What follows belongs to an exercise in optimizing a design on an open flow for a short achievable clock period and few clock cycles; a production flow would make more cautious choices.
The RTL of this run was laid out without a check of its function.
Power and IR drop assume default switching activity.

[flow/run.sh]
#!/bin/bash
# synth_recipe.tcl (not shown) runs the flow's synth.tcl, then flattens the netlist and writes it again
# the make line also repeats each setting of config.mk as NAME=value (left out here)
make -C /OpenROAD-flow-scripts/flow DESIGN_CONFIG=/design/flow/config.mk WORK_HOME=/design/flow/orfs CLKGATE_MAP_FILE= SYNTH_SCRIPT=/design/flow/synth_recipe.tcl finish
[flow/config.mk]
export PLATFORM = sky130hd
export DESIGN_NAME = riscvCore
export DESIGN_NICKNAME = riscvCore
export VERILOG_FILES = /design/flow/design.v
export SDC_FILE = /design/flow/constraint.sdc
export NUM_CORES = 4
export LEC_CHECK = 0
export ABC_CLOCK_PERIOD_IN_PS = 2500
export CAP_MARGIN = 20
export CORE_MARGIN = 2
export CORE_UTILIZATION = 40
export SETUP_SLACK_MARGIN = 5
export SLEW_MARGIN = 20
[flow/constraint.sdc]
create_clock -name core_clock -period 9.0 [get_ports {clk}]
set_input_delay 1.8000 -clock core_clock [delete_from_list [all_inputs] [get_ports {clk}]]
set_output_delay 1.8000 -clock core_clock [all_outputs]
set_load 0.01 [all_outputs]
[flow/design.v]
`timescale 1ns/100ps
module regFile (
    input  logic        clk,
    input  logic [4:0]  rdIdxA,
    input  logic [4:0]  rdIdxB,
    input  logic [4:0]  wrIdx,
    input  logic [31:0] wrData,
    input  logic        wrEn,
    output logic [31:0] rdDataA,
    output logic [31:0] rdDataB
);
    logic [31:0] regs [1:31];
    always_ff @(posedge clk) begin
        if (wrEn && (wrIdx != 5'd0)) begin
            regs[wrIdx] <= wrData;
        end
    end
    assign rdDataA = (rdIdxA == 5'd0) ? 32'd0 : regs[rdIdxA];
    assign rdDataB = (rdIdxB == 5'd0) ? 32'd0 : regs[rdIdxB];
endmodule
`timescale 1ns/100ps
module fetchDecode (
    input  logic [31:0] instr,
    input  logic [31:0] pc,
    output logic        predTaken,
    output logic [31:0] target
);
    logic isBranch;
    logic sameRegs;
    logic [31:0] immB;
    assign isBranch = (instr[6:0] == 7'b1100011);
    assign sameRegs = (instr[19:15] == instr[24:20]);
    assign immB = {{19{instr[31]}}, instr[31], instr[7], instr[30:25], instr[11:8], 1'b0};
    assign predTaken = isBranch && (immB != 32'd4) &&
                       (((instr[14:12] == 3'b000) && sameRegs) ||
                        ((instr[14:12] == 3'b001) && !sameRegs));
    assign target = pc + immB;
endmodule
`timescale 1ns/100ps
module executeStage (
    input  logic [31:0] a,
    input  logic [31:0] b,
    input  logic        doSub,      
    input  logic        selSum,     
    input  logic        selSlt,
    input  logic        selSltu,
    input  logic        selXor,
    input  logic        selOr,
    input  logic        selAnd,
    input  logic        selSll,
    input  logic        selSr,      
    input  logic        arith,      
    output logic [31:0] sum,
    output logic [31:0] result,
    output logic        eq
);
    logic [31:0] bx;
    logic lt;
    logic ltu;
    logic [31:0] sll;
    logic [31:0] sr;
    logic signed [32:0] srIn;
    assign bx = doSub ? ~b : b;
    assign sum = a + bx + {31'd0, doSub};
    assign lt = (a[31] ^ b[31]) ? a[31] : sum[31];
    assign ltu = (a[31] ^ b[31]) ? b[31] : sum[31];
    assign sll = a << b[4:0];
    assign srIn = {arith & a[31], a};
    assign sr = 32'(srIn >>> b[4:0]);
    assign eq = (a == b);
    assign result = ({32{selSum}} & sum) |
                    ({32{selXor}} & (a ^ b)) |
                    ({32{selOr}} & (a | b)) |
                    ({32{selAnd}} & (a & b)) |
                    ({32{selSll}} & sll) |
                    ({32{selSr}} & sr) |
                    {31'd0, (selSlt & lt) | (selSltu & ltu)};
endmodule
`timescale 1ns/100ps
module memWriteback (
    input  logic        isLoadW,
    input  logic [31:0] resW,
    input  logic [31:0] dcacheDout,
    output logic [31:0] wrData
);
    assign wrData = isLoadW ? dcacheDout : resW;
endmodule
`timescale 1ns/100ps
module riscvCore (
    input  logic            clk,
    input  logic            reset,
    input  logic            stall,
    input  logic [31:0]     icacheDout,
    input  logic [31:0]     dcacheDout,
    output logic [31:0]     icacheAddr,
    output logic            icacheRe,
    output logic [31:0]     dcacheAddr,
    output logic [3:0]      dcacheWe,
    output logic            dcacheRe,
    output logic [31:0]     dcacheDin
);
    localparam logic [31:0] resetVector = 32'h0000_1000;
    localparam logic [6:0] opReg = 7'b0110011;
    localparam logic [6:0] opImm = 7'b0010011;
    localparam logic [6:0] opLui = 7'b0110111;
    localparam logic [6:0] opLoad = 7'b0000011;
    localparam logic [6:0] opStore = 7'b0100011;
    localparam logic [6:0] opBranch = 7'b1100011;
    logic [31:0] pcF;
    logic [31:0] pcF2;
    logic        vF2;
    logic        holdV;
    logic [31:0] holdI;
    logic        vD;
    logic [31:0] instrD;
    logic [31:0] pcD;
    logic        predD;
    logic        vE;
    logic        isLoadE;
    logic        isStoreE;
    logic        isBrE;
    logic        brNeE;
    logic        brEqE;
    logic        writesE;
    logic [4:0]  rdE;
    logic [31:0] opAE;
    logic [31:0] opBE;
    logic [31:0] opCE;
    logic        fwdAE;
    logic        fwdBE;
    logic        fwdCE;
    logic        ldCE;
    logic        doSubE;
    logic        selSumE;
    logic        selSltE;
    logic        selSltuE;
    logic        selXorE;
    logic        selOrE;
    logic        selAndE;
    logic        selSllE;
    logic        selSrE;
    logic        arithE;
    logic        predE;
    logic        off4E;
    logic [31:0] redirE;
    logic        writesM;
    logic        isLoadM;
    logic [4:0]  rdM;
    logic [31:0] resM;
    logic [31:0] addrM;
    logic [31:0] dinM;
    logic        weM;
    logic        reM;
    logic        writesW;
    logic        isLoadW;
    logic [4:0]  rdW;
    logic [31:0] resW;
    logic [31:0] instrF2;
    logic        predF2;
    logic [31:0] targetF2;
    assign instrF2 = holdV ? holdI : icacheDout;
    fetchDecode fetchDecode_i (
        .instr(instrF2),
        .pc(pcF2),
        .predTaken(predF2),
        .target(targetF2)
    );
    assign icacheAddr = pcF;
    assign icacheRe = 1'b1;
    logic [6:0] opD;
    logic [2:0] f3D;
    logic [4:0] rs1D;
    logic [4:0] rs2D;
    logic [4:0] rdD;
    logic isRegD;
    logic isImmD;
    logic isLuiD;
    logic isLoadD;
    logic isStoreD;
    logic isBrD;
    logic writesD;
    logic useAD;
    logic useBD;
    logic [31:0] immID;
    logic [31:0] immSD;
    logic [31:0] immUD;
    logic [31:0] immBD;
    assign opD = instrD[6:0];
    assign f3D = instrD[14:12];
    assign rs1D = instrD[19:15];
    assign rs2D = instrD[24:20];
    assign rdD = instrD[11:7];
    assign isRegD = (opD == opReg);
    assign isImmD = (opD == opImm);
    assign isLuiD = (opD == opLui);
    assign isLoadD = (opD == opLoad);
    assign isStoreD = (opD == opStore);
    assign isBrD = (opD == opBranch);
    assign writesD = (isRegD || isImmD || isLuiD || isLoadD) && (rdD != 5'd0);
    assign useAD = isRegD || isImmD || isLoadD || isStoreD || isBrD;
    assign useBD = isRegD || isBrD;
    assign immID = {{20{instrD[31]}}, instrD[31:20]};
    assign immSD = {{20{instrD[31]}}, instrD[31:25], instrD[11:7]};
    assign immUD = {instrD[31:12], 12'b0};
    assign immBD = {{19{instrD[31]}}, instrD[31], instrD[7], instrD[30:25], instrD[11:8], 1'b0};
    logic [31:0] rfA;
    logic [31:0] rfB;
    logic [31:0] wrData;
    logic        rfWe;
    regFile regFile_i (
        .clk(clk),
        .rdIdxA(rs1D),
        .rdIdxB(rs2D),
        .wrIdx(rdW),
        .wrData(wrData),
        .wrEn(rfWe),
        .rdDataA(rfA),
        .rdDataB(rfB)
    );
    memWriteback memWriteback_i (
        .isLoadW(isLoadW),
        .resW(resW),
        .dcacheDout(dcacheDout),
        .wrData(wrData)
    );
    assign rfWe = writesW && !stall;
    logic aInE, aInM, aInW;
    logic bInE, bInM, bInW;
    assign aInE = vE && writesE && (rdE == rs1D);
    assign aInM = writesM && (rdM == rs1D);
    assign aInW = writesW && (rdW == rs1D);
    assign bInE = vE && writesE && (rdE == rs2D);
    assign bInM = writesM && (rdM == rs2D);
    assign bInW = writesW && (rdW == rs2D);
    logic [31:0] valA;
    logic [31:0] valB;
    assign valA = aInM ? resM : (aInW ? wrData : rfA);
    assign valB = bInM ? resM : (bInW ? wrData : rfB);
    logic hazD;
    assign hazD = vD && (
        (useAD && ((aInE && isLoadE) || (!aInE && aInM && isLoadM))) ||
        (useBD && ((bInE && isLoadE) || (!bInE && bInM && isLoadM))) ||
        (isStoreD && bInE && isLoadE));
    logic [31:0] aX;
    logic [31:0] bX;
    logic [31:0] cX;
    logic [31:0] sumX;
    logic [31:0] resX;
    logic        eqX;
    logic        takenX;
    logic        mispX;
    assign aX = fwdAE ? resM : opAE;
    assign bX = fwdBE ? resM : opBE;
    assign cX = ldCE ? dcacheDout : (fwdCE ? resM : opCE);
    executeStage executeStage_i (
        .a(aX),
        .b(bX),
        .doSub(doSubE),
        .selSum(selSumE),
        .selSlt(selSltE),
        .selSltu(selSltuE),
        .selXor(selXorE),
        .selOr(selOrE),
        .selAnd(selAndE),
        .selSll(selSllE),
        .selSr(selSrE),
        .arith(arithE),
        .sum(sumX),
        .result(resX),
        .eq(eqX)
    );
    assign takenX = (brEqE && eqX) || (brNeE && !eqX);
    assign mispX = vE && isBrE && (takenX != predE) && !off4E;
    always_ff @(posedge clk) begin
        if (reset) begin
            pcF <= resetVector;
            vF2 <= 1'b0;
            holdV <= 1'b0;
            vD <= 1'b0;
            vE <= 1'b0;
            writesM <= 1'b0;
            weM <= 1'b0;
            reM <= 1'b0;
            writesW <= 1'b0;
        end else if (!stall) begin
            if (mispX) begin
                pcF <= redirE;
                vF2 <= 1'b0;
                holdV <= 1'b0;
                vD <= 1'b0;
            end else if (hazD) begin
                holdV <= 1'b1;
            end else begin
                holdV <= 1'b0;
                vD <= vF2;
                if (vF2 && predF2) begin
                    pcF <= targetF2;
                    vF2 <= 1'b0;
                end else begin
                    pcF <= pcF + 32'd4;
                    vF2 <= 1'b1;
                end
            end
            vE <= vD && !hazD && !mispX;
            writesM <= vE && writesE;
            weM <= vE && isStoreE;
            reM <= vE && isLoadE;
            writesW <= writesM;
        end
    end
    always_ff @(posedge clk) begin
        if (!stall) begin
            holdI <= instrF2;
            if (!hazD && !mispX) begin
                pcF2 <= pcF;
                instrD <= instrF2;
                pcD <= pcF2;
                predD <= vF2 && predF2;
            end
            isLoadE <= isLoadD;
            isStoreE <= isStoreD;
            isBrE <= isBrD;
            brEqE <= (f3D == 3'b000);
            brNeE <= (f3D == 3'b001);
            writesE <= writesD;
            rdE <= rdD;
            opAE <= (!useAD || rs1D == 5'd0) ? 32'd0 : valA;
            fwdAE <= useAD && (rs1D != 5'd0) && aInE;
            opBE <= isRegD || isBrD ? ((rs2D == 5'd0) ? 32'd0 : valB) :
                    isStoreD ? immSD :
                    isLuiD ? immUD : immID;
            fwdBE <= useBD && (rs2D != 5'd0) && bInE;
            opCE <= (rs2D == 5'd0) ? 32'd0 : valB;
            fwdCE <= (rs2D != 5'd0) && bInE;
            ldCE <= (rs2D != 5'd0) && !bInE && bInM && isLoadM;
            doSubE <= (isRegD && (f3D == 3'b000) && instrD[30]) ||
                      ((isRegD || isImmD) && (f3D == 3'b010 || f3D == 3'b011));
            selSumE <= !(isRegD || isImmD) || (f3D == 3'b000);
            selSltE <= (isRegD || isImmD) && (f3D == 3'b010);
            selSltuE <= (isRegD || isImmD) && (f3D == 3'b011);
            selXorE <= (isRegD || isImmD) && (f3D == 3'b100);
            selOrE <= (isRegD || isImmD) && (f3D == 3'b110);
            selAndE <= (isRegD || isImmD) && (f3D == 3'b111);
            selSllE <= (isRegD || isImmD) && (f3D == 3'b001);
            selSrE <= (isRegD || isImmD) && (f3D == 3'b101);
            arithE <= instrD[30];
            predE <= predD;
            off4E <= (immBD == 32'd4);
            redirE <= predD ? pcD + 32'd4 : pcD + immBD;
            isLoadM <= isLoadE;
            rdM <= rdE;
            resM <= resX;
            addrM <= sumX;
            dinM <= cX;
            isLoadW <= isLoadM;
            rdW <= rdM;
            resW <= resM;
        end
    end
    assign dcacheAddr = addrM;
    assign dcacheWe = {4{weM}};
    assign dcacheRe = reM;
    assign dcacheDin = dinM;
endmodule
==> run notes <==
area by class of cell:
type | instances | area, um2
Multi-Input combinational cell | 3472 | 33500
Antenna cell | 3 | 7.51
Timing Repair inverter | 3 | 23.8
Clock buffer | 198 | 4190
Timing Repair Buffer | 402 | 4500
Clock inverter | 91 | 751
Fill cell | 16500 | 102000
Inverter | 155 | 619
Tap cell | 2526 | 3160
Sequential cell | 1466 | 43600
timing repair:
action | CTS | global route
pin swaps | 45 | 57
gates cloned | 15 | 9
endpoints found under the setup margin | 1020 | 218
gates resized for setup | 190 | 112
hold endpoints to repair | 0 | 0
buffers inserted | 67 | 37
per-layer routing:
metal	global-route usage (%)	up-vias	part of all wire (%)
li1	-	22100	-
met1	37.4	27600	41
met2	38.6	3019	44
met3	5.57	427	11
met4	9.77	6	4.3
met5	0	-	0.015
worst register-to-register path, cell delays in order, from the launching register on:
cell and delay, ps:
dfxtp_4 660, buf_16 360, buf_4 720, mux4_2 450, mux4_2 520, a21oi_1 660, o22ai_1 140, nor2_1 210
nor3_1 90
through the flow:
step / setup WS [ps] / hold WS, ps / power [mW]
3_5_place_dp: 3190 / 408 / 11.7
4_1_cts: 4770 / 423 / 18.2
5_1_grt: 4880 / 424 / 18.9
6_report: 4940 / 423 / 18.3
2_1_floorplan: 4080 / 400 / 10.4
3_3_place_gp: 3160 / 404 / 11.7
cells in the mapped netlist (51+ instances only):
| library cell | instances |
|---|---|
| a211oi_1 | 139 |
| a21o_1 | 51 |
| a21oi_1 | 327 |
| buf_1 | 82 |
| clkbuf_1 | 252 |
| edfxtp_1 | 1416 |
| ha_1 | 149 |
| inv_1 | 146 |
| mux2_2 | 80 |
| mux2i_1 | 251 |
| mux4_2 | 558 |
| nand2_1 | 309 |
| nand3_1 | 74 |
| nor2_1 | 471 |
| nor3_1 | 92 |
| o21ai_0 | 199 |
| o22ai_1 | 51 |
| xnor2_1 | 132 |
| xor2_1 | 91 |
worst max path at each step:
stage / from / end / slack, ps
2_1_floorplan: stall / regFile_i.regs[13][0] / 4080
3_3_place_gp: stall / regFile_i.regs[3][11] / 3160
3_5_place_dp: stall / regFile_i.regs[19][30] / 3190
4_1_cts: fwdAE / pcF[2] / 4770
5_1_grt: fwdBE / resM[19] / 4880
6_report: icacheDout[10] / pcF[26] / 4940
power groups by stage:
stage | sequential (mW) | combinational [mW] | clock (mW)
global placement | 8.28 | 3.44 | 0
finish | 8.14 | 3.86 | 6.35
global route | 8.16 | 4.05 | 6.66
detailed placement | 8.28 | 3.46 | 0
floorplan | 8.12 | 2.24 | 0
CTS | 8.14 | 3.68 | 6.42
cells by family (layout without fill, tap and decap cells):
family                   Yosys count  in the layout
flip-flops                      1466           1466
AO/OA/AOI/OAI                   1022           1022
buffers and inverters            542            849
multiplexers                     907            907
other                              1              4
AND/OR/NAND/NOR                 1163           1165
adder cells (fa/ha/maj)          154            154
XOR/XNOR                         223            223
==> run notes <==
* Nets at 5,876
* Crit path max fanout at 3
* Main flop type after synthesis: edfxtp_1
* Worst EP required at 9670 ps
* RSZ-0062 raised after global routing: yes
* Drt pass-1 iters at 6
* Num rows at 161
* Num ports at 169
* Gpl congestion at 0.961
* Hold_buf cts at 0
* Post-synth EDFFs at 1,416
* Simple-Gate Fraction of Synth Area at 6.71%
* Worst-path clk slew at 60 ps
* Synth warn at 2
* Area leader, netlist: edfxtp_1
* Clk buf depth at 3
* Gr usage total at 26.0%
* Internal power at 12.9 mW
* Delay-heaviest family, CP: compound AO/OA/AOI/OAI gates
* Leak at 30.4 nW
* End of the worst register-to-register path: opAE[24]
* DR vias/cell at 6.39
* # DRC at 0
* Max reg flops at 992
* Setup crit start kind: primary input
* Startpoint of the worst hold path: pcD[0]
* Critical path buffers and inverters at 3
* Slowest-stage cell, CP: a311oi_4
* Final non-filler cell total at 8,316
* Top reg by flops: regFile_i.regs
* Max-Cap Viols at 0
* Average cell area after synthesis at 14.2 um2
* Final Util at 46.9%
* Hold Path End: redirE[0]
* Synth top area cells: edfxtp_1 (55%), mux4_2 (16%), mux2i_1 (3.2%)
* Setup TNS at 0 ps
* Post-synthesis mux area share at 20.9%
* Die footprint at 197,000 um2
* Largest net degree at the start of global routing at 158
* Core area at 193,000 um2
* CTS buffer count at 157
* CTS tree: done
* Clk Latency, worst-skew pair at 840 ps
* Hpwl dp at 177,000 um
* Via count at 53,100
* Most frequent cells in the layout: edfxtp_1 (1,416), mux4_2 (558), nor2_1 (433)
* Vias in the first global route at 50,100
* F_max at 0.246 GHz
* Post-Synth Adder-Cell Area at 2.51%
* Final hold violations at 0
* FFs w/ async S/R, synth at 0%
* Status: complete, no violations
* Comb power frac at 21.0%
* GRT overflow at 0
* Commonest non-fill, non-tap cell in the layout: edfxtp_1
* Tmin final at 4060 ps
* Worst Hold Class: flip-flop to flip-flop
* Detailed-route wire length at 265,000 um
* DR WL/cell at 31.9 um
* Fin area at 90,300 um2
* Main combinational cell family by area after synthesis: multiplexers
* DRT antenna net count at 0
* Clk root buf: clkbuf_16
* Layout area overhead at 16.4%
* Final setup violation count at 0
* Max Slew Vio Count at 0
* PortBufs at 167
* H-tree lvl count at 4
* Stages on worst setup path at 15
* Slowest cell delay on critical path at 400 ps
* WS Path Type: primary input to flip-flop
* Max IR drop VDD at 235 uV
* Distinct cells, synth at 89
* CTS sink cnt at 1,466
* Starting Density at 40.3%
* Register bit total from synthesis at 1,466
* Worst Skew at 47.7 ps
* Initial antenna violation count at 13
* Die H at 444 um
* Crit-path cells: clkdlybuf4s15_2, mux2_4, ha_4, a21o_4, a2111oi_4, buf_4, nor3_4, or2_4, a311oi_4, o21bai_4, a21oi_4, buf_6, xnor2_2, a221oi_2, nor2_1
* Die width at 444 um
* CP Capture Type: flip-flop
* Syn Nets at 5,697
* 1st-iter DRT viols at 7,335
* Final worst-path cycle share at 45.2%
* Placed insts at 7,896
* Clock power frac at 34.6%
* Critical path arrival at 4730 ps
* R2R cell count at 8
* First-pass GRT wire length at 371,000 um
* Placed Area at 82,600 um2
* Post-Syn Area at 77,600 um2
* Synth Area in XOR/XNOR at 2.52%
* Mapped Cells at 5,478
* Worst slew pin tran at 1180 ps
* Share of layout cells above drive strength 1 at 23.7%
* P per Cell Area at 203 nW/um2
* Max-Slew Margin vs Limit at 21.0%
* R2r setup slk at 4960 ps
* Seq/Total Area, Yosys at 56.1%
* Switch Pwr at 5.44 mW
* Switching share of power at 29.7%
* Hold Path Depth at 0
* Flop pwr share at 44.4%
* Post-synth top area share at 54.8%
* Compound-Gate Fraction of Synth Area at 8.43%

re-timing with driven ports:
In the flow no input, the clock included, has a driving cell. The finished layout below was timed again as built, in two steps.
Step 1: set_driving_cell puts a clkbuf_16 on clk and a buf_2 on each other input, an assumption about the parent block.
Step 2, shift: input delay + t, output delay - t, t = (earliest + latest rising clock arrival at the registers) / 2. This alone moves slack from input paths to output paths.
Three values: ideal, step 1, step 2; two values: the first two.
t, ns: 0.904
setup WS [ns]: 4.936 / 4.959 / 4.081
pins driven straight from the clock port: 1
After both steps this run still meets setup and hold. For this run, drivers alone change the setup slack by +0.023 ns; drivers and shift together by -0.855 ns.
